Source: an optimization exercise on an open RTL-to-GDS flow (aim: small area, a short achievable clock period and few clock cycles per item). Production flows keep margins and buffers that such runs may drop.
Function not checked in this run: the RTL went through the layout flow alone.
No activity file was given, so power comes from the tool's default toggle rates.

File: run.sh
#!/bin/bash
# synth_recipe.tcl (not shown) runs the flow's synth.tcl, then flattens the netlist and writes it again
# the make line also repeats each setting of config.mk as NAME=value (left out here)
make -C /OpenROAD-flow-scripts/flow DESIGN_CONFIG=/design/flow/config.mk WORK_HOME=/design/flow/orfs CLKGATE_MAP_FILE= SYNTH_SCRIPT=/design/flow/synth_recipe.tcl finish
File: config.mk
export PLATFORM = sky130hd
export DESIGN_NAME = milestone_mac_array
export DESIGN_NICKNAME = milestone_mac_array
export VERILOG_FILES = /design/flow/design.v
export SDC_FILE = /design/flow/constraint.sdc
export NUM_CORES = 4
export LEC_CHECK = 0
export CAP_MARGIN = 20
export CORE_MARGIN = 2
export CORE_UTILIZATION = 40
export SETUP_SLACK_MARGIN = 4.5
export SLEW_MARGIN = 20
File: constraint.sdc
create_clock -name core_clock -period 8.0 [get_ports {Clock_50}]
set_input_delay 1.6000 -clock core_clock [delete_from_list [all_inputs] [get_ports {Clock_50}]]
set_output_delay 1.6000 -clock core_clock [all_outputs]
set_load 0.01 [all_outputs]
File: design.v
module milestone_mac_array (
    input  logic         Clock_50,
    input  logic         Resetn,
    input  logic         start,
    input  logic         clear,
    input  logic [31:0]  init_value,
    input  logic         in_valid,
    output logic         in_ready,
    input  logic [47:0]  sample,
    input  logic [47:0]  coef,
    input  logic         subtract,
    output logic         out_valid,
    input  logic         out_ready,
    output logic [95:0]  acc_raw,
    output logic [23:0]  result,
    output logic         busy
);
    logic       busy_q;
    logic       acc_st_q;    
    logic       drain_q;     
    logic       fin_q;       
    logic       out_st_q;    
    logic [2:0] tap_cnt_q;
    logic accept;
    logic take;
    logic last_beat;
    logic resolve;           
    assign in_ready  = acc_st_q;
    assign out_valid = out_st_q;
    assign busy      = busy_q;
    assign accept    = in_valid && acc_st_q;
    assign take      = accept && !clear;
    assign last_beat = (tap_cnt_q == 3'd5);
    assign resolve   = fin_q || out_st_q;
    always_ff @(posedge Clock_50 or negedge Resetn) begin
        if (!Resetn) begin
            busy_q    <= 1'b0;
            acc_st_q  <= 1'b0;
            drain_q   <= 1'b0;
            fin_q     <= 1'b0;
            out_st_q  <= 1'b0;
            tap_cnt_q <= '0;
        end else if (clear || (out_st_q && out_ready)) begin
            busy_q    <= 1'b0;
            acc_st_q  <= 1'b0;
            drain_q   <= 1'b0;
            fin_q     <= 1'b0;
            out_st_q  <= 1'b0;
        end else if (!busy_q) begin
            if (start) begin
                busy_q    <= 1'b1;
                acc_st_q  <= 1'b1;
                tap_cnt_q <= '0;
            end
        end else begin
            drain_q <= 1'b0;
            fin_q   <= drain_q;
            if (fin_q) out_st_q <= 1'b1;
            if (accept) begin
                tap_cnt_q <= tap_cnt_q + 1'b1;
                if (last_beat) begin
                    acc_st_q <= 1'b0;
                    drain_q  <= 1'b1;
                end
            end
        end
    end
    for (genvar c = 0; c < 3; c++) begin : g_ch
        logic [16:0] bz;      
        logic [7:0]  one_d, two_d, neg_d;
        logic [7:0]  one, two, neg;
        logic [15:0] a;
        logic [31:0] acc_s, acc_c;
        logic [16:0] x0, x1, x2, x3, x4, x5, x6, x7;
        logic [31:0] tree_s, tree_c;
        logic [31:0] sum;
        logic [23:0] shifted;
        logic [7:0]  res_ch, res_out;
        assign bz = {coef[c*16 +: 16], 1'b0};
        always_comb begin
            for (int j = 0; j < 8; j++) begin
                one_d[j] = take & (bz[2*j+1] ^ bz[2*j]);
                two_d[j] = take & ((bz[2*j+2] & ~bz[2*j+1] & ~bz[2*j]) |
                                   (~bz[2*j+2] & bz[2*j+1] & bz[2*j]));
                neg_d[j] = take & (bz[2*j+2] ^ subtract);
            end
        end
        always_ff @(posedge Clock_50 or negedge Resetn) begin
            if (!Resetn) begin
                one <= '0;
                two <= '0;
                neg <= '0;
            end else begin
                one <= one_d;
                two <= two_d;
                neg <= neg_d;
            end
        end
        always_ff @(posedge Clock_50) begin
            a <= sample[c*16 +: 16];
        end
        assign x0 = (({17{one[0]}} & {a[15], a}) | ({17{two[0]}} & {a, 1'b0})) ^ {17{neg[0]}};
        assign x1 = (({17{one[1]}} & {a[15], a}) | ({17{two[1]}} & {a, 1'b0})) ^ {17{neg[1]}};
        assign x2 = (({17{one[2]}} & {a[15], a}) | ({17{two[2]}} & {a, 1'b0})) ^ {17{neg[2]}};
        assign x3 = (({17{one[3]}} & {a[15], a}) | ({17{two[3]}} & {a, 1'b0})) ^ {17{neg[3]}};
        assign x4 = (({17{one[4]}} & {a[15], a}) | ({17{two[4]}} & {a, 1'b0})) ^ {17{neg[4]}};
        assign x5 = (({17{one[5]}} & {a[15], a}) | ({17{two[5]}} & {a, 1'b0})) ^ {17{neg[5]}};
        assign x6 = (({17{one[6]}} & {a[15], a}) | ({17{two[6]}} & {a, 1'b0})) ^ {17{neg[6]}};
        assign x7 = (({17{one[7]}} & {a[15], a}) | ({17{two[7]}} & {a, 1'b0})) ^ {17{neg[7]}};
        logic t0, t1, t2, t3, t4, t5, t6, t7, t8, t9, t10, t11, t12, t13, t14, t15, t16, t17, t18, t19, t20, t21, t22, t23, t24, t25, t26, t27, t28, t29, t30, t31, t32, t33, t34, t35, t36, t37, t38, t39, t40, t41, t42, t43, t44, t45, t46, t47, t48, t49, t50, t51, t52, t53, t54, t55, t56, t57, t58, t59, t60, t61, t62, t63, t64, t65, t66, t67, t68, t69, t70, t71, t72, t73, t74, t75, t76, t77, t78, t79, t80, t81, t82, t83, t84, t85, t86, t87, t88, t89, t90, t91, t92, t93, t94, t95, t96, t97, t98, t99, t100, t101, t102, t103, t104, t105, t106, t107, t108, t109, t110, t111, t112, t113, t114, t115, t116, t117, t118, t119, t120, t121, t122, t123, t124, t125, t126, t127, t128, t129, t130, t131, t132, t133, t134, t135, t136, t137, t138, t139, t140, t141, t142, t143, t144, t145, t146, t147, t148, t149, t150, t151, t152, t153, t154, t155, t156, t157, t158, t159, t160, t161, t162, t163, t164, t165, t166, t167, t168, t169, t170, t171, t172, t173, t174, t175, t176, t177, t178, t179, t180, t181, t182, t183, t184, t185, t186, t187, t188, t189, t190, t191, t192, t193, t194, t195, t196, t197, t198, t199, t200, t201, t202, t203, t204, t205, t206, t207, t208, t209, t210, t211, t212, t213, t214, t215, t216, t217, t218, t219, t220, t221, t222, t223, t224, t225, t226, t227, t228, t229, t230, t231, t232, t233, t234, t235, t236, t237, t238, t239, t240, t241, t242, t243, t244, t245, t246, t247, t248, t249, t250, t251, t252, t253, t254, t255, t256, t257, t258, t259, t260, t261, t262, t263, t264, t265, t266, t267, t268, t269, t270, t271, t272, t273, t274, t275, t276, t277, t278, t279, t280, t281, t282, t283, t284, t285, t286, t287, t288, t289, t290, t291, t292, t293, t294, t295, t296, t297, t298, t299, t300, t301, t302, t303, t304, t305, t306, t307;
        assign t0 = acc_s[0] ^ acc_c[0] ^ neg[0];
        assign t1 = (acc_s[0] & acc_c[0]) | (acc_s[0] & neg[0]) | (acc_c[0] & neg[0]);
        assign t2 = acc_s[1] ^ acc_c[1] ^ x0[1];
        assign t3 = (acc_s[1] & acc_c[1]) | (acc_s[1] & x0[1]) | (acc_c[1] & x0[1]);
        assign t4 = acc_s[2] ^ acc_c[2] ^ neg[1];
        assign t5 = (acc_s[2] & acc_c[2]) | (acc_s[2] & neg[1]) | (acc_c[2] & neg[1]);
        assign t6 = x0[2] ^ x1[0] ^ t4;
        assign t7 = (x0[2] & x1[0]) | (x0[2] & t4) | (x1[0] & t4);
        assign t8 = acc_s[3] ^ acc_c[3] ^ x0[3];
        assign t9 = (acc_s[3] & acc_c[3]) | (acc_s[3] & x0[3]) | (acc_c[3] & x0[3]);
        assign t10 = x1[1] ^ t5 ^ t8;
        assign t11 = (x1[1] & t5) | (x1[1] & t8) | (t5 & t8);
        assign t12 = acc_s[4] ^ acc_c[4] ^ neg[2];
        assign t13 = (acc_s[4] & acc_c[4]) | (acc_s[4] & neg[2]) | (acc_c[4] & neg[2]);
        assign t14 = x0[4] ^ x1[2] ^ x2[0];
        assign t15 = (x0[4] & x1[2]) | (x0[4] & x2[0]) | (x1[2] & x2[0]);
        assign t16 = t12 ^ t9 ^ t14;
        assign t17 = (t12 & t9) | (t12 & t14) | (t9 & t14);
        assign t18 = acc_s[5] ^ acc_c[5] ^ x0[5];
        assign t19 = (acc_s[5] & acc_c[5]) | (acc_s[5] & x0[5]) | (acc_c[5] & x0[5]);
        assign t20 = x1[3] ^ x2[1] ^ t13;
        assign t21 = (x1[3] & x2[1]) | (x1[3] & t13) | (x2[1] & t13);
        assign t22 = t15 ^ t18 ^ t20;
        assign t23 = (t15 & t18) | (t15 & t20) | (t18 & t20);
        assign t24 = acc_s[6] ^ acc_c[6] ^ neg[3];
        assign t25 = (acc_s[6] & acc_c[6]) | (acc_s[6] & neg[3]) | (acc_c[6] & neg[3]);
        assign t26 = x0[6] ^ x1[4] ^ x2[2];
        assign t27 = (x0[6] & x1[4]) | (x0[6] & x2[2]) | (x1[4] & x2[2]);
        assign t28 = x3[0] ^ t24 ^ t19;
        assign t29 = (x3[0] & t24) | (x3[0] & t19) | (t24 & t19);
        assign t30 = t26 ^ t21 ^ t28;
        assign t31 = (t26 & t21) | (t26 & t28) | (t21 & t28);
        assign t32 = acc_s[7] ^ acc_c[7] ^ x0[7];
        assign t33 = (acc_s[7] & acc_c[7]) | (acc_s[7] & x0[7]) | (acc_c[7] & x0[7]);
        assign t34 = x1[5] ^ x2[3] ^ x3[1];
        assign t35 = (x1[5] & x2[3]) | (x1[5] & x3[1]) | (x2[3] & x3[1]);
        assign t36 = t25 ^ t27 ^ t32;
        assign t37 = (t25 & t27) | (t25 & t32) | (t27 & t32);
        assign t38 = t34 ^ t29 ^ t36;
        assign t39 = (t34 & t29) | (t34 & t36) | (t29 & t36);
        assign t40 = acc_s[8] ^ acc_c[8] ^ neg[4];
        assign t41 = (acc_s[8] & acc_c[8]) | (acc_s[8] & neg[4]) | (acc_c[8] & neg[4]);
        assign t42 = x0[8] ^ x1[6] ^ x2[4];
        assign t43 = (x0[8] & x1[6]) | (x0[8] & x2[4]) | (x1[6] & x2[4]);
        assign t44 = x3[2] ^ x4[0] ^ t40;
        assign t45 = (x3[2] & x4[0]) | (x3[2] & t40) | (x4[0] & t40);
        assign t46 = t33 ^ t35 ^ t42;
        assign t47 = (t33 & t35) | (t33 & t42) | (t35 & t42);
        assign t48 = t44 ^ t37 ^ t46;
        assign t49 = (t44 & t37) | (t44 & t46) | (t37 & t46);
        assign t50 = acc_s[9] ^ acc_c[9] ^ x0[9];
        assign t51 = (acc_s[9] & acc_c[9]) | (acc_s[9] & x0[9]) | (acc_c[9] & x0[9]);
        assign t52 = x1[7] ^ x2[5] ^ x3[3];
        assign t53 = (x1[7] & x2[5]) | (x1[7] & x3[3]) | (x2[5] & x3[3]);
        assign t54 = x4[1] ^ t41 ^ t43;
        assign t55 = (x4[1] & t41) | (x4[1] & t43) | (t41 & t43);
        assign t56 = t50 ^ t52 ^ t45;
        assign t57 = (t50 & t52) | (t50 & t45) | (t52 & t45);
        assign t58 = t54 ^ t47 ^ t56;
        assign t59 = (t54 & t47) | (t54 & t56) | (t47 & t56);
        assign t60 = acc_s[10] ^ acc_c[10] ^ neg[5];
        assign t61 = (acc_s[10] & acc_c[10]) | (acc_s[10] & neg[5]) | (acc_c[10] & neg[5]);
        assign t62 = x0[10] ^ x1[8] ^ x2[6];
        assign t63 = (x0[10] & x1[8]) | (x0[10] & x2[6]) | (x1[8] & x2[6]);
        assign t64 = x3[4] ^ x4[2] ^ x5[0];
        assign t65 = (x3[4] & x4[2]) | (x3[4] & x5[0]) | (x4[2] & x5[0]);
        assign t66 = t60 ^ t51 ^ t53;
        assign t67 = (t60 & t51) | (t60 & t53) | (t51 & t53);
        assign t68 = t62 ^ t64 ^ t55;
        assign t69 = (t62 & t64) | (t62 & t55) | (t64 & t55);
        assign t70 = t66 ^ t57 ^ t68;
        assign t71 = (t66 & t57) | (t66 & t68) | (t57 & t68);
        assign t72 = acc_s[11] ^ acc_c[11] ^ x0[11];
        assign t73 = (acc_s[11] & acc_c[11]) | (acc_s[11] & x0[11]) | (acc_c[11] & x0[11]);
        assign t74 = x1[9] ^ x2[7] ^ x3[5];
        assign t75 = (x1[9] & x2[7]) | (x1[9] & x3[5]) | (x2[7] & x3[5]);
        assign t76 = x4[3] ^ x5[1] ^ t61;
        assign t77 = (x4[3] & x5[1]) | (x4[3] & t61) | (x5[1] & t61);
        assign t78 = t63 ^ t65 ^ t72;
        assign t79 = (t63 & t65) | (t63 & t72) | (t65 & t72);
        assign t80 = t74 ^ t76 ^ t67;
        assign t81 = (t74 & t76) | (t74 & t67) | (t76 & t67);
        assign t82 = t78 ^ t69 ^ t80;
        assign t83 = (t78 & t69) | (t78 & t80) | (t69 & t80);
        assign t84 = acc_s[12] ^ acc_c[12] ^ neg[6];
        assign t85 = (acc_s[12] & acc_c[12]) | (acc_s[12] & neg[6]) | (acc_c[12] & neg[6]);
        assign t86 = x0[12] ^ x1[10] ^ x2[8];
        assign t87 = (x0[12] & x1[10]) | (x0[12] & x2[8]) | (x1[10] & x2[8]);
        assign t88 = x3[6] ^ x4[4] ^ x5[2];
        assign t89 = (x3[6] & x4[4]) | (x3[6] & x5[2]) | (x4[4] & x5[2]);
        assign t90 = x6[0] ^ t84 ^ t73;
        assign t91 = (x6[0] & t84) | (x6[0] & t73) | (t84 & t73);
        assign t92 = t75 ^ t86 ^ t88;
        assign t93 = (t75 & t86) | (t75 & t88) | (t86 & t88);
        assign t94 = t77 ^ t90 ^ t79;
        assign t95 = (t77 & t90) | (t77 & t79) | (t90 & t79);
        assign t96 = t92 ^ t81 ^ t94;
        assign t97 = (t92 & t81) | (t92 & t94) | (t81 & t94);
        assign t98 = acc_s[13] ^ acc_c[13] ^ x0[13];
        assign t99 = (acc_s[13] & acc_c[13]) | (acc_s[13] & x0[13]) | (acc_c[13] & x0[13]);
        assign t100 = x1[11] ^ x2[9] ^ x3[7];
        assign t101 = (x1[11] & x2[9]) | (x1[11] & x3[7]) | (x2[9] & x3[7]);
        assign t102 = x4[5] ^ x5[3] ^ x6[1];
        assign t103 = (x4[5] & x5[3]) | (x4[5] & x6[1]) | (x5[3] & x6[1]);
        assign t104 = t85 ^ t87 ^ t89;
        assign t105 = (t85 & t87) | (t85 & t89) | (t87 & t89);
        assign t106 = t98 ^ t100 ^ t102;
        assign t107 = (t98 & t100) | (t98 & t102) | (t100 & t102);
        assign t108 = t91 ^ t104 ^ t93;
        assign t109 = (t91 & t104) | (t91 & t93) | (t104 & t93);
        assign t110 = t106 ^ t95 ^ t108;
        assign t111 = (t106 & t95) | (t106 & t108) | (t95 & t108);
        assign t112 = acc_s[14] ^ acc_c[14] ^ neg[7];
        assign t113 = (acc_s[14] & acc_c[14]) | (acc_s[14] & neg[7]) | (acc_c[14] & neg[7]);
        assign t114 = x0[14] ^ x1[12] ^ x2[10];
        assign t115 = (x0[14] & x1[12]) | (x0[14] & x2[10]) | (x1[12] & x2[10]);
        assign t116 = x3[8] ^ x4[6] ^ x5[4];
        assign t117 = (x3[8] & x4[6]) | (x3[8] & x5[4]) | (x4[6] & x5[4]);
        assign t118 = x6[2] ^ x7[0] ^ t112;
        assign t119 = (x6[2] & x7[0]) | (x6[2] & t112) | (x7[0] & t112);
        assign t120 = t99 ^ t101 ^ t103;
        assign t121 = (t99 & t101) | (t99 & t103) | (t101 & t103);
        assign t122 = t114 ^ t116 ^ t118;
        assign t123 = (t114 & t116) | (t114 & t118) | (t116 & t118);
        assign t124 = t105 ^ t120 ^ t107;
        assign t125 = (t105 & t120) | (t105 & t107) | (t120 & t107);
        assign t126 = t122 ^ t109 ^ t124;
        assign t127 = (t122 & t109) | (t122 & t124) | (t109 & t124);
        assign t128 = acc_s[15] ^ acc_c[15] ^ x0[15];
        assign t129 = (acc_s[15] & acc_c[15]) | (acc_s[15] & x0[15]) | (acc_c[15] & x0[15]);
        assign t130 = x1[13] ^ x2[11] ^ x3[9];
        assign t131 = (x1[13] & x2[11]) | (x1[13] & x3[9]) | (x2[11] & x3[9]);
        assign t132 = x4[7] ^ x5[5] ^ x6[3];
        assign t133 = (x4[7] & x5[5]) | (x4[7] & x6[3]) | (x5[5] & x6[3]);
        assign t134 = x7[1] ^ t113 ^ t115;
        assign t135 = (x7[1] & t113) | (x7[1] & t115) | (t113 & t115);
        assign t136 = t117 ^ t128 ^ t130;
        assign t137 = (t117 & t128) | (t117 & t130) | (t128 & t130);
        assign t138 = t132 ^ t119 ^ t121;
        assign t139 = (t132 & t119) | (t132 & t121) | (t119 & t121);
        assign t140 = t134 ^ t136 ^ t123;
        assign t141 = (t134 & t136) | (t134 & t123) | (t136 & t123);
        assign t142 = t125 ^ t138 ^ t140;
        assign t143 = (t125 & t138) | (t125 & t140) | (t138 & t140);
        assign t144 = acc_s[16] ^ acc_c[16] ^ x0[16];
        assign t145 = (acc_s[16] & acc_c[16]) | (acc_s[16] & x0[16]) | (acc_c[16] & x0[16]);
        assign t146 = x1[14] ^ x2[12] ^ x3[10];
        assign t147 = (x1[14] & x2[12]) | (x1[14] & x3[10]) | (x2[12] & x3[10]);
        assign t148 = x4[8] ^ x5[6] ^ x6[4];
        assign t149 = (x4[8] & x5[6]) | (x4[8] & x6[4]) | (x5[6] & x6[4]);
        assign t150 = x7[2] ^ t129 ^ t131;
        assign t151 = (x7[2] & t129) | (x7[2] & t131) | (t129 & t131);
        assign t152 = t133 ^ t144 ^ t146;
        assign t153 = (t133 & t144) | (t133 & t146) | (t144 & t146);
        assign t154 = t148 ^ t135 ^ t150;
        assign t155 = (t148 & t135) | (t148 & t150) | (t135 & t150);
        assign t156 = t137 ^ t152 ^ t139;
        assign t157 = (t137 & t152) | (t137 & t139) | (t152 & t139);
        assign t158 = t154 ^ t141 ^ t156;
        assign t159 = (t154 & t141) | (t154 & t156) | (t141 & t156);
        assign t160 = acc_s[17] ^ acc_c[17] ^ x0[16];
        assign t161 = (acc_s[17] & acc_c[17]) | (acc_s[17] & x0[16]) | (acc_c[17] & x0[16]);
        assign t162 = x1[15] ^ x2[13] ^ x3[11];
        assign t163 = (x1[15] & x2[13]) | (x1[15] & x3[11]) | (x2[13] & x3[11]);
        assign t164 = x4[9] ^ x5[7] ^ x6[5];
        assign t165 = (x4[9] & x5[7]) | (x4[9] & x6[5]) | (x5[7] & x6[5]);
        assign t166 = x7[3] ^ t145 ^ t147;
        assign t167 = (x7[3] & t145) | (x7[3] & t147) | (t145 & t147);
        assign t168 = t149 ^ t160 ^ t162;
        assign t169 = (t149 & t160) | (t149 & t162) | (t160 & t162);
        assign t170 = t164 ^ t151 ^ t166;
        assign t171 = (t164 & t151) | (t164 & t166) | (t151 & t166);
        assign t172 = t153 ^ t168 ^ t155;
        assign t173 = (t153 & t168) | (t153 & t155) | (t168 & t155);
        assign t174 = t170 ^ t157 ^ t172;
        assign t175 = (t170 & t157) | (t170 & t172) | (t157 & t172);
        assign t176 = acc_s[18] ^ acc_c[18] ^ ~x0[16];
        assign t177 = (acc_s[18] & acc_c[18]) | (acc_s[18] & ~x0[16]) | (acc_c[18] & ~x0[16]);
        assign t178 = ~x1[16] ^ x2[14] ^ x3[12];
        assign t179 = (~x1[16] & x2[14]) | (~x1[16] & x3[12]) | (x2[14] & x3[12]);
        assign t180 = x4[10] ^ x5[8] ^ x6[6];
        assign t181 = (x4[10] & x5[8]) | (x4[10] & x6[6]) | (x5[8] & x6[6]);
        assign t182 = x7[4] ^ t161 ^ t163;
        assign t183 = (x7[4] & t161) | (x7[4] & t163) | (t161 & t163);
        assign t184 = t165 ^ t176 ^ t178;
        assign t185 = (t165 & t176) | (t165 & t178) | (t176 & t178);
        assign t186 = t180 ^ t167 ^ t182;
        assign t187 = (t180 & t167) | (t180 & t182) | (t167 & t182);
        assign t188 = t169 ^ t184 ^ t171;
        assign t189 = (t169 & t184) | (t169 & t171) | (t184 & t171);
        assign t190 = t186 ^ t173 ^ t188;
        assign t191 = (t186 & t173) | (t186 & t188) | (t173 & t188);
        assign t192 = ~(acc_s[19]);
        assign t193 = acc_c[19] ^ t192 ^ x2[15];
        assign t194 = (acc_c[19] & t192) | (acc_c[19] & x2[15]) | (t192 & x2[15]);
        assign t195 = x3[13] ^ x4[11] ^ x5[9];
        assign t196 = (x3[13] & x4[11]) | (x3[13] & x5[9]) | (x4[11] & x5[9]);
        assign t197 = x6[7] ^ x7[5] ^ t177;
        assign t198 = (x6[7] & x7[5]) | (x6[7] & t177) | (x7[5] & t177);
        assign t199 = t179 ^ t181 ^ t193;
        assign t200 = (t179 & t181) | (t179 & t193) | (t181 & t193);
        assign t201 = t195 ^ t183 ^ t197;
        assign t202 = (t195 & t183) | (t195 & t197) | (t183 & t197);
        assign t203 = t185 ^ t199 ^ t187;
        assign t204 = (t185 & t199) | (t185 & t187) | (t199 & t187);
        assign t205 = t201 ^ t189 ^ t203;
        assign t206 = (t201 & t189) | (t201 & t203) | (t189 & t203);
        assign t207 = acc_s[20] ^ acc_c[20] ^ (acc_s[19]);
        assign t208 = (acc_s[20] & acc_c[20]) | (acc_s[20] & (acc_s[19])) | (acc_c[20] & (acc_s[19]));
        assign t209 = t207 ^ ~x2[16] ^ x3[14];
        assign t210 = (t207 & ~x2[16]) | (t207 & x3[14]) | (~x2[16] & x3[14]);
        assign t211 = x4[12] ^ x5[10] ^ x6[8];
        assign t212 = (x4[12] & x5[10]) | (x4[12] & x6[8]) | (x5[10] & x6[8]);
        assign t213 = x7[6] ^ t194 ^ t196;
        assign t214 = (x7[6] & t194) | (x7[6] & t196) | (t194 & t196);
        assign t215 = t209 ^ t211 ^ t198;
        assign t216 = (t209 & t211) | (t209 & t198) | (t211 & t198);
        assign t217 = t213 ^ t200 ^ t202;
        assign t218 = (t213 & t200) | (t213 & t202) | (t200 & t202);
        assign t219 = t215 ^ t204 ^ t217;
        assign t220 = (t215 & t204) | (t215 & t217) | (t204 & t217);
        assign t221 = ~(acc_s[21]);
        assign t222 = acc_c[21] ^ t221 ^ t208;
        assign t223 = (acc_c[21] & t221) | (acc_c[21] & t208) | (t221 & t208);
        assign t224 = x3[15] ^ x4[13] ^ x5[11];
        assign t225 = (x3[15] & x4[13]) | (x3[15] & x5[11]) | (x4[13] & x5[11]);
        assign t226 = x6[9] ^ x7[7] ^ t222;
        assign t227 = (x6[9] & x7[7]) | (x6[9] & t222) | (x7[7] & t222);
        assign t228 = t210 ^ t212 ^ t224;
        assign t229 = (t210 & t212) | (t210 & t224) | (t212 & t224);
        assign t230 = t226 ^ t214 ^ t228;
        assign t231 = (t226 & t214) | (t226 & t228) | (t214 & t228);
        assign t232 = t216 ^ t230 ^ t218;
        assign t233 = (t216 & t230) | (t216 & t218) | (t230 & t218);
        assign t234 = acc_s[22] ^ acc_c[22] ^ (acc_s[21]);
        assign t235 = (acc_s[22] & acc_c[22]) | (acc_s[22] & (acc_s[21])) | (acc_c[22] & (acc_s[21]));
        assign t236 = t234 ^ ~x3[16] ^ x4[14];
        assign t237 = (t234 & ~x3[16]) | (t234 & x4[14]) | (~x3[16] & x4[14]);
        assign t238 = x5[12] ^ x6[10] ^ x7[8];
        assign t239 = (x5[12] & x6[10]) | (x5[12] & x7[8]) | (x6[10] & x7[8]);
        assign t240 = t223 ^ t225 ^ t236;
        assign t241 = (t223 & t225) | (t223 & t236) | (t225 & t236);
        assign t242 = t238 ^ t227 ^ t229;
        assign t243 = (t238 & t227) | (t238 & t229) | (t227 & t229);
        assign t244 = t240 ^ t231 ^ t242;
        assign t245 = (t240 & t231) | (t240 & t242) | (t231 & t242);
        assign t246 = ~(acc_s[23]);
        assign t247 = acc_c[23] ^ t246 ^ t235;
        assign t248 = (acc_c[23] & t246) | (acc_c[23] & t235) | (t246 & t235);
        assign t249 = x4[15] ^ x5[13] ^ x6[11];
        assign t250 = (x4[15] & x5[13]) | (x4[15] & x6[11]) | (x5[13] & x6[11]);
        assign t251 = x7[9] ^ t247 ^ t237;
        assign t252 = (x7[9] & t247) | (x7[9] & t237) | (t247 & t237);
        assign t253 = t239 ^ t249 ^ t251;
        assign t254 = (t239 & t249) | (t239 & t251) | (t249 & t251);
        assign t255 = t241 ^ t243 ^ t253;
        assign t256 = (t241 & t243) | (t241 & t253) | (t243 & t253);
        assign t257 = acc_s[24] ^ acc_c[24] ^ (acc_s[23]);
        assign t258 = (acc_s[24] & acc_c[24]) | (acc_s[24] & (acc_s[23])) | (acc_c[24] & (acc_s[23]));
        assign t259 = t257 ^ ~x4[16] ^ x5[14];
        assign t260 = (t257 & ~x4[16]) | (t257 & x5[14]) | (~x4[16] & x5[14]);
        assign t261 = x6[12] ^ x7[10] ^ t248;
        assign t262 = (x6[12] & x7[10]) | (x6[12] & t248) | (x7[10] & t248);
        assign t263 = t250 ^ t259 ^ t261;
        assign t264 = (t250 & t259) | (t250 & t261) | (t259 & t261);
        assign t265 = t252 ^ t263 ^ t254;
        assign t266 = (t252 & t263) | (t252 & t254) | (t263 & t254);
        assign t267 = ~(acc_s[25]);
        assign t268 = acc_c[25] ^ t267 ^ t258;
        assign t269 = (acc_c[25] & t267) | (acc_c[25] & t258) | (t267 & t258);
        assign t270 = x5[15] ^ x6[13] ^ x7[11];
        assign t271 = (x5[15] & x6[13]) | (x5[15] & x7[11]) | (x6[13] & x7[11]);
        assign t272 = t268 ^ t260 ^ t270;
        assign t273 = (t268 & t260) | (t268 & t270) | (t260 & t270);
        assign t274 = t262 ^ t272 ^ t264;
        assign t275 = (t262 & t272) | (t262 & t264) | (t272 & t264);
        assign t276 = acc_s[26] ^ acc_c[26] ^ (acc_s[25]);
        assign t277 = (acc_s[26] & acc_c[26]) | (acc_s[26] & (acc_s[25])) | (acc_c[26] & (acc_s[25]));
        assign t278 = t276 ^ ~x5[16] ^ x6[14];
        assign t279 = (t276 & ~x5[16]) | (t276 & x6[14]) | (~x5[16] & x6[14]);
        assign t280 = x7[12] ^ t269 ^ t271;
        assign t281 = (x7[12] & t269) | (x7[12] & t271) | (t269 & t271);
        assign t282 = t278 ^ t280 ^ t273;
        assign t283 = (t278 & t280) | (t278 & t273) | (t280 & t273);
        assign t284 = ~(acc_s[27]);
        assign t285 = acc_c[27] ^ t284 ^ t277;
        assign t286 = (acc_c[27] & t284) | (acc_c[27] & t277) | (t284 & t277);
        assign t287 = x6[15] ^ x7[13] ^ t285;
        assign t288 = (x6[15] & x7[13]) | (x6[15] & t285) | (x7[13] & t285);
        assign t289 = t279 ^ t287 ^ t281;
        assign t290 = (t279 & t287) | (t279 & t281) | (t287 & t281);
        assign t291 = acc_s[28] ^ acc_c[28] ^ (acc_s[27]);
        assign t292 = (acc_s[28] & acc_c[28]) | (acc_s[28] & (acc_s[27])) | (acc_c[28] & (acc_s[27]));
        assign t293 = t291 ^ ~x6[16] ^ x7[14];
        assign t294 = (t291 & ~x6[16]) | (t291 & x7[14]) | (~x6[16] & x7[14]);
        assign t295 = t286 ^ t293 ^ t288;
        assign t296 = (t286 & t293) | (t286 & t288) | (t293 & t288);
        assign t297 = ~(acc_s[29]);
        assign t298 = acc_c[29] ^ t297 ^ t292;
        assign t299 = (acc_c[29] & t297) | (acc_c[29] & t292) | (t297 & t292);
        assign t300 = x7[15] ^ t298 ^ t294;
        assign t301 = (x7[15] & t298) | (x7[15] & t294) | (t298 & t294);
        assign t302 = acc_s[30] ^ acc_c[30] ^ (acc_s[29]);
        assign t303 = (acc_s[30] & acc_c[30]) | (acc_s[30] & (acc_s[29])) | (acc_c[30] & (acc_s[29]));
        assign t304 = t302 ^ ~x7[16] ^ t299;
        assign t305 = (t302 & ~x7[16]) | (t302 & t299) | (~x7[16] & t299);
        assign t306 = ~(acc_s[31]);
        assign t307 = acc_c[31] ^ t306 ^ t303;
        assign tree_s = {t307, t304, t300, t295, t283, t282, t274, t256, t245, t244, t220, t206, t191, t175, t159, t143, t127, t111, t97, t83, t71, t59, t49, t39, t31, t23, t17, t11, t7, t3, t1, x0[0]};
        assign tree_c = {t305, t301, t296, t290, t289, t275, t266, t265, t255, t233, t232, t219, t205, t190, t174, t158, t142, t126, t110, t96, t82, t70, t58, t48, t38, t30, t22, t16, t10, t6, t2, t0};
        assign sum = acc_s + acc_c;
        logic [31:0] alt_s;
        logic        keep_tree;
        assign keep_tree = busy_q && !resolve;
        assign alt_s     = busy_q ? sum : init_value;
        always_ff @(posedge Clock_50) begin
            acc_s <= keep_tree ? tree_s : alt_s;
            acc_c <= keep_tree ? tree_c : 32'd0;
        end
        assign shifted = sum[31:8];
        always_comb begin
            res_ch = shifted[7:0];
            if (shifted[23]) begin
                res_ch = '0;
            end else if (|shifted[22:8]) begin
                res_ch = '1;
            end
        end
        logic [7:0] res_q;
        always_ff @(posedge Clock_50) begin
            res_q <= res_ch;
        end
        assign res_out = res_q;
        assign acc_raw[c*32 +: 32] = acc_s;
        assign result[c*8 +: 8]    = res_out;
    end
endmodule
==> run summary <==
-- repair_timing --
item                       4_1_cts  5_1_grt
setup endpoints to repair      105       86
buffers inserted               110       92
gates cloned                     0        0
pin swaps                       31      130
resized for setup              229      240
-- layout make-up --
cell class              instances  area share, %
diodes                          3         0.0176
clock buffers                  64           2.92
clock inverters                16          0.451
inverters                     465           4.24
multi-input cells            2759           61.0
flip-flops and latches        344           17.6
well taps                    1165           3.41
repair buffers                482           10.3
-- path summary, 6_finish.rpt --
check	from	to	slack, ps	cells after the start
max in group asynchronous	Resetn	busy_q	5890	2
worst max register to register	g_ch[2].two[3]	g_ch[2].acc_c[17]	4410	13
min in group asynchronous	Resetn	g_ch[0].one[3]	990	1
worst max-delay path	g_ch[2].two[3]	g_ch[2].acc_c[17]	4410	13
worst min-delay path	drain_q	fin_q	530	2
worst min register to register	drain_q	fin_q	530	2
-- state kept, by name (all words and copies together) (netlist names) --
signal,cells
drain_q,1
tap_cnt_q,3
g_ch.a,48
g_ch.one,24
acc_st_q,1
g_ch.neg,24
g_ch.res_q,24
g_ch.acc_s,96
g_ch.acc_c,96
busy_q,1
out_st_q,1
fin_q,1
g_ch.two,24
-- synthesized netlist by cell type (all sizes together) (35+ instances only) --
cell | number | area share [%]
and3 | 101 | 1.8
xnor2 | 364 | 9.0
clkbuf | 283 | 3.0
nor2 | 254 | 2.7
a22oi | 363 | 7.7
a21o | 35 | 0.74
xor2 | 155 | 3.8
buf | 38 | 0.53
dfxtp | 264 | 15
nand3 | 39 | 0.55
inv | 461 | 4.9
dfrtp | 80 | 5.7
o21ai | 132 | 1.9
nand2 | 176 | 1.9
ha | 113 | 4.0
a21oi | 207 | 3.0
fa | 453 | 26
-- kinds of logic after synthesis --
| family | synth area share, % |
|---|---|
| fa+ha+maj | 29.6 |
| mux | 0.517 |
| buf+inv | 8.50 |
| compound gates | 18.0 |
| xor+xnor | 12.9 |
| flops | 20.6 |
| simple gates | 9.90 |
-- critical path, delay by kind of cell (launching register included) --
kind | cells | cell delay (ps)
flops | 1 | 540
fa+ha+maj | 5 | 2010
simple gates | 1 | 160
compound gates | 1 | 200
xor+xnor | 1 | 110
buf+inv | 5 | 460
-- per-stage QoR --
step	worst slack [ps]	hold slack [ps]	cell area [µm²]	std cells	power [mW]
global route	4280	564	42700	5295	13.9
finish	4410	528	42700	5298	12.8
CTS	4330	533	41200	5202	12.5
floorplan	4380	486	35600	3889	7.72
global placement	3950	508	38300	5012	10.2
detailed placement	3880	525	38400	5012	10.3
-- power by group --
group,switching (mW),leakage [nW],total (mW),internal [mW]
Sequential,0.545,3.22,2.69,2.15
Clock,0.846,0.692,2.05,1.21
Combinational,4.59,13.7,8.00,3.41
Total,5.98,17.7,12.8,6.77
-- layer usage --
| metal | up-vias | track usage, % | share of wire [%] |
|---|---|---|---|
| met5 | - | 0.423 | 0.061 |
| met4 | 6 | 8.28 | 3.3 |
| met3 | 206 | 6.04 | 9.1 |
| met2 | 1366 | 40.8 | 44 |
| met1 | 14700 | 39.2 | 43 |
| li1 | 13300 | - | - |
==> run summary <==
number of unique standard cell types used by synthesis 94; Multi-input gate area 26100 µm²; hpwl dp 94.4 mm; vias per inst 5.59; Min-Delay Path Class reg -> reg; CP Data Arrival Time 4080 ps; WL per Instance 24.0 µm; Final Max Slew Viols 0; relative slew slack 22.2%; synthesized flop and latch total 344; CP Data Required Time 8490 ps; clock slew at reported path FFs 60 ps; status finished clean; PortBufs 257; Final nets 4797; Synth Warn # 1; Tot GR Track Use 27.3%; Final Util 48.6%; Post-synth EDFFs 0; # rows 109; Final ANT Viol Nets 0; io pins 258; CP Class reg -> reg; # H-tree levels 2; CP max FO 8; Sinks on Clock Net 344; number of CTS-inserted buffers 44; Post-Synthesis Cell Area 35400 µm²; Bufs on Longest Clock Path 3; drt first pass iters 6; Hold Buf Count CTS 0; Hold Violations, Final 0; VDD IR max 180 µV; Initial Util 40.2%; core area 88000 µm²; buffer type at the clock tree root clkbuf_16; CTS tree yes; Slew @ Worst Pin 1160 ps; Die Span Y 301 µm; Synth async-reset ratio 23.3%; Residual DRC 0; worst-path cell chain buf_6, buf_6, a22oi_2, xnor2_2, fa_2, inv_2, fa_1, fa_2, inv_2, fa_1, inv_2, fa_2, and3_1; routed wire length 127 mm; antenna violations before repair 4; fmax 278 MHz; Worst setup EP type register; commonest non-fill, non-tap cells in the layout 406 x inv_1, 372 x fa_1, 335 x xnor2_1; Power Density 298 nW/µm²; gr ovfl total 0; via count 29600; width of the chip 301 µm; max_cap viols 0; Setup Viol. Count Final 0; Sequential Area 7530 µm²; Post-Syn Nets 4590; Lkg Pwr 17.7 nW; most common cell after layout, fill and taps aside inv_1; syn_area_per_cell 9.09 µm²; die footprint 90800 µm²; share of layout cells above drive strength 1 17.6%; vias in the first global route 28500; Clk Latency, worst-skew pair 610 ps; CP max-delay cell dfrtp_4; initial DRC count 2875; setup TNS 0 ps; largest net degree at the start of global routing 83; GPL Wtd Cong 0.963; synthesized instance count 3889; final critical-path share of the clock period 44.9%; RSZ-0062 raised after global routing yes; Crit path largest cell delay 540 ps; Worst Clk Skew 20.5 ps; filler cell count in the final layout 8269; minimum clock period 3590 ps; layout overhead on the synthesized area 20.8%; dominant synthesized flop cell dfxtp_1; sequential area share after synthesis 20.6%; Setup crit start kind register; first-pass GRT wire length 187 mm

-- afterwards: timing with drivers on the ports --
The results above use ideal ports. As a check the final layout listed here was re-extracted and re-timed, cells and wires unchanged.
Step 1, drivers: a clkbuf_16 drives Clock_50 and a buf_2 each remaining input, both assumed.
Step 2 also shifts input and output timing later by t, the mid clock arrival at the registers, as if the neighbouring blocks saw the same clock.
Three values: no drivers, after step 1, after step 2; two values: the first two.
t, ns: 0.661
setup WS [ns]: 4.408 / 4.408 / 4.408
slew at the worst register clock pin (ns): 0.07 / 0.07
cell pins on the clock port's net: 1
After both steps this run still meets setup and hold. For this run, drivers alone change the setup slack by 0.000 ns; drivers and shift together by 0.000 ns.
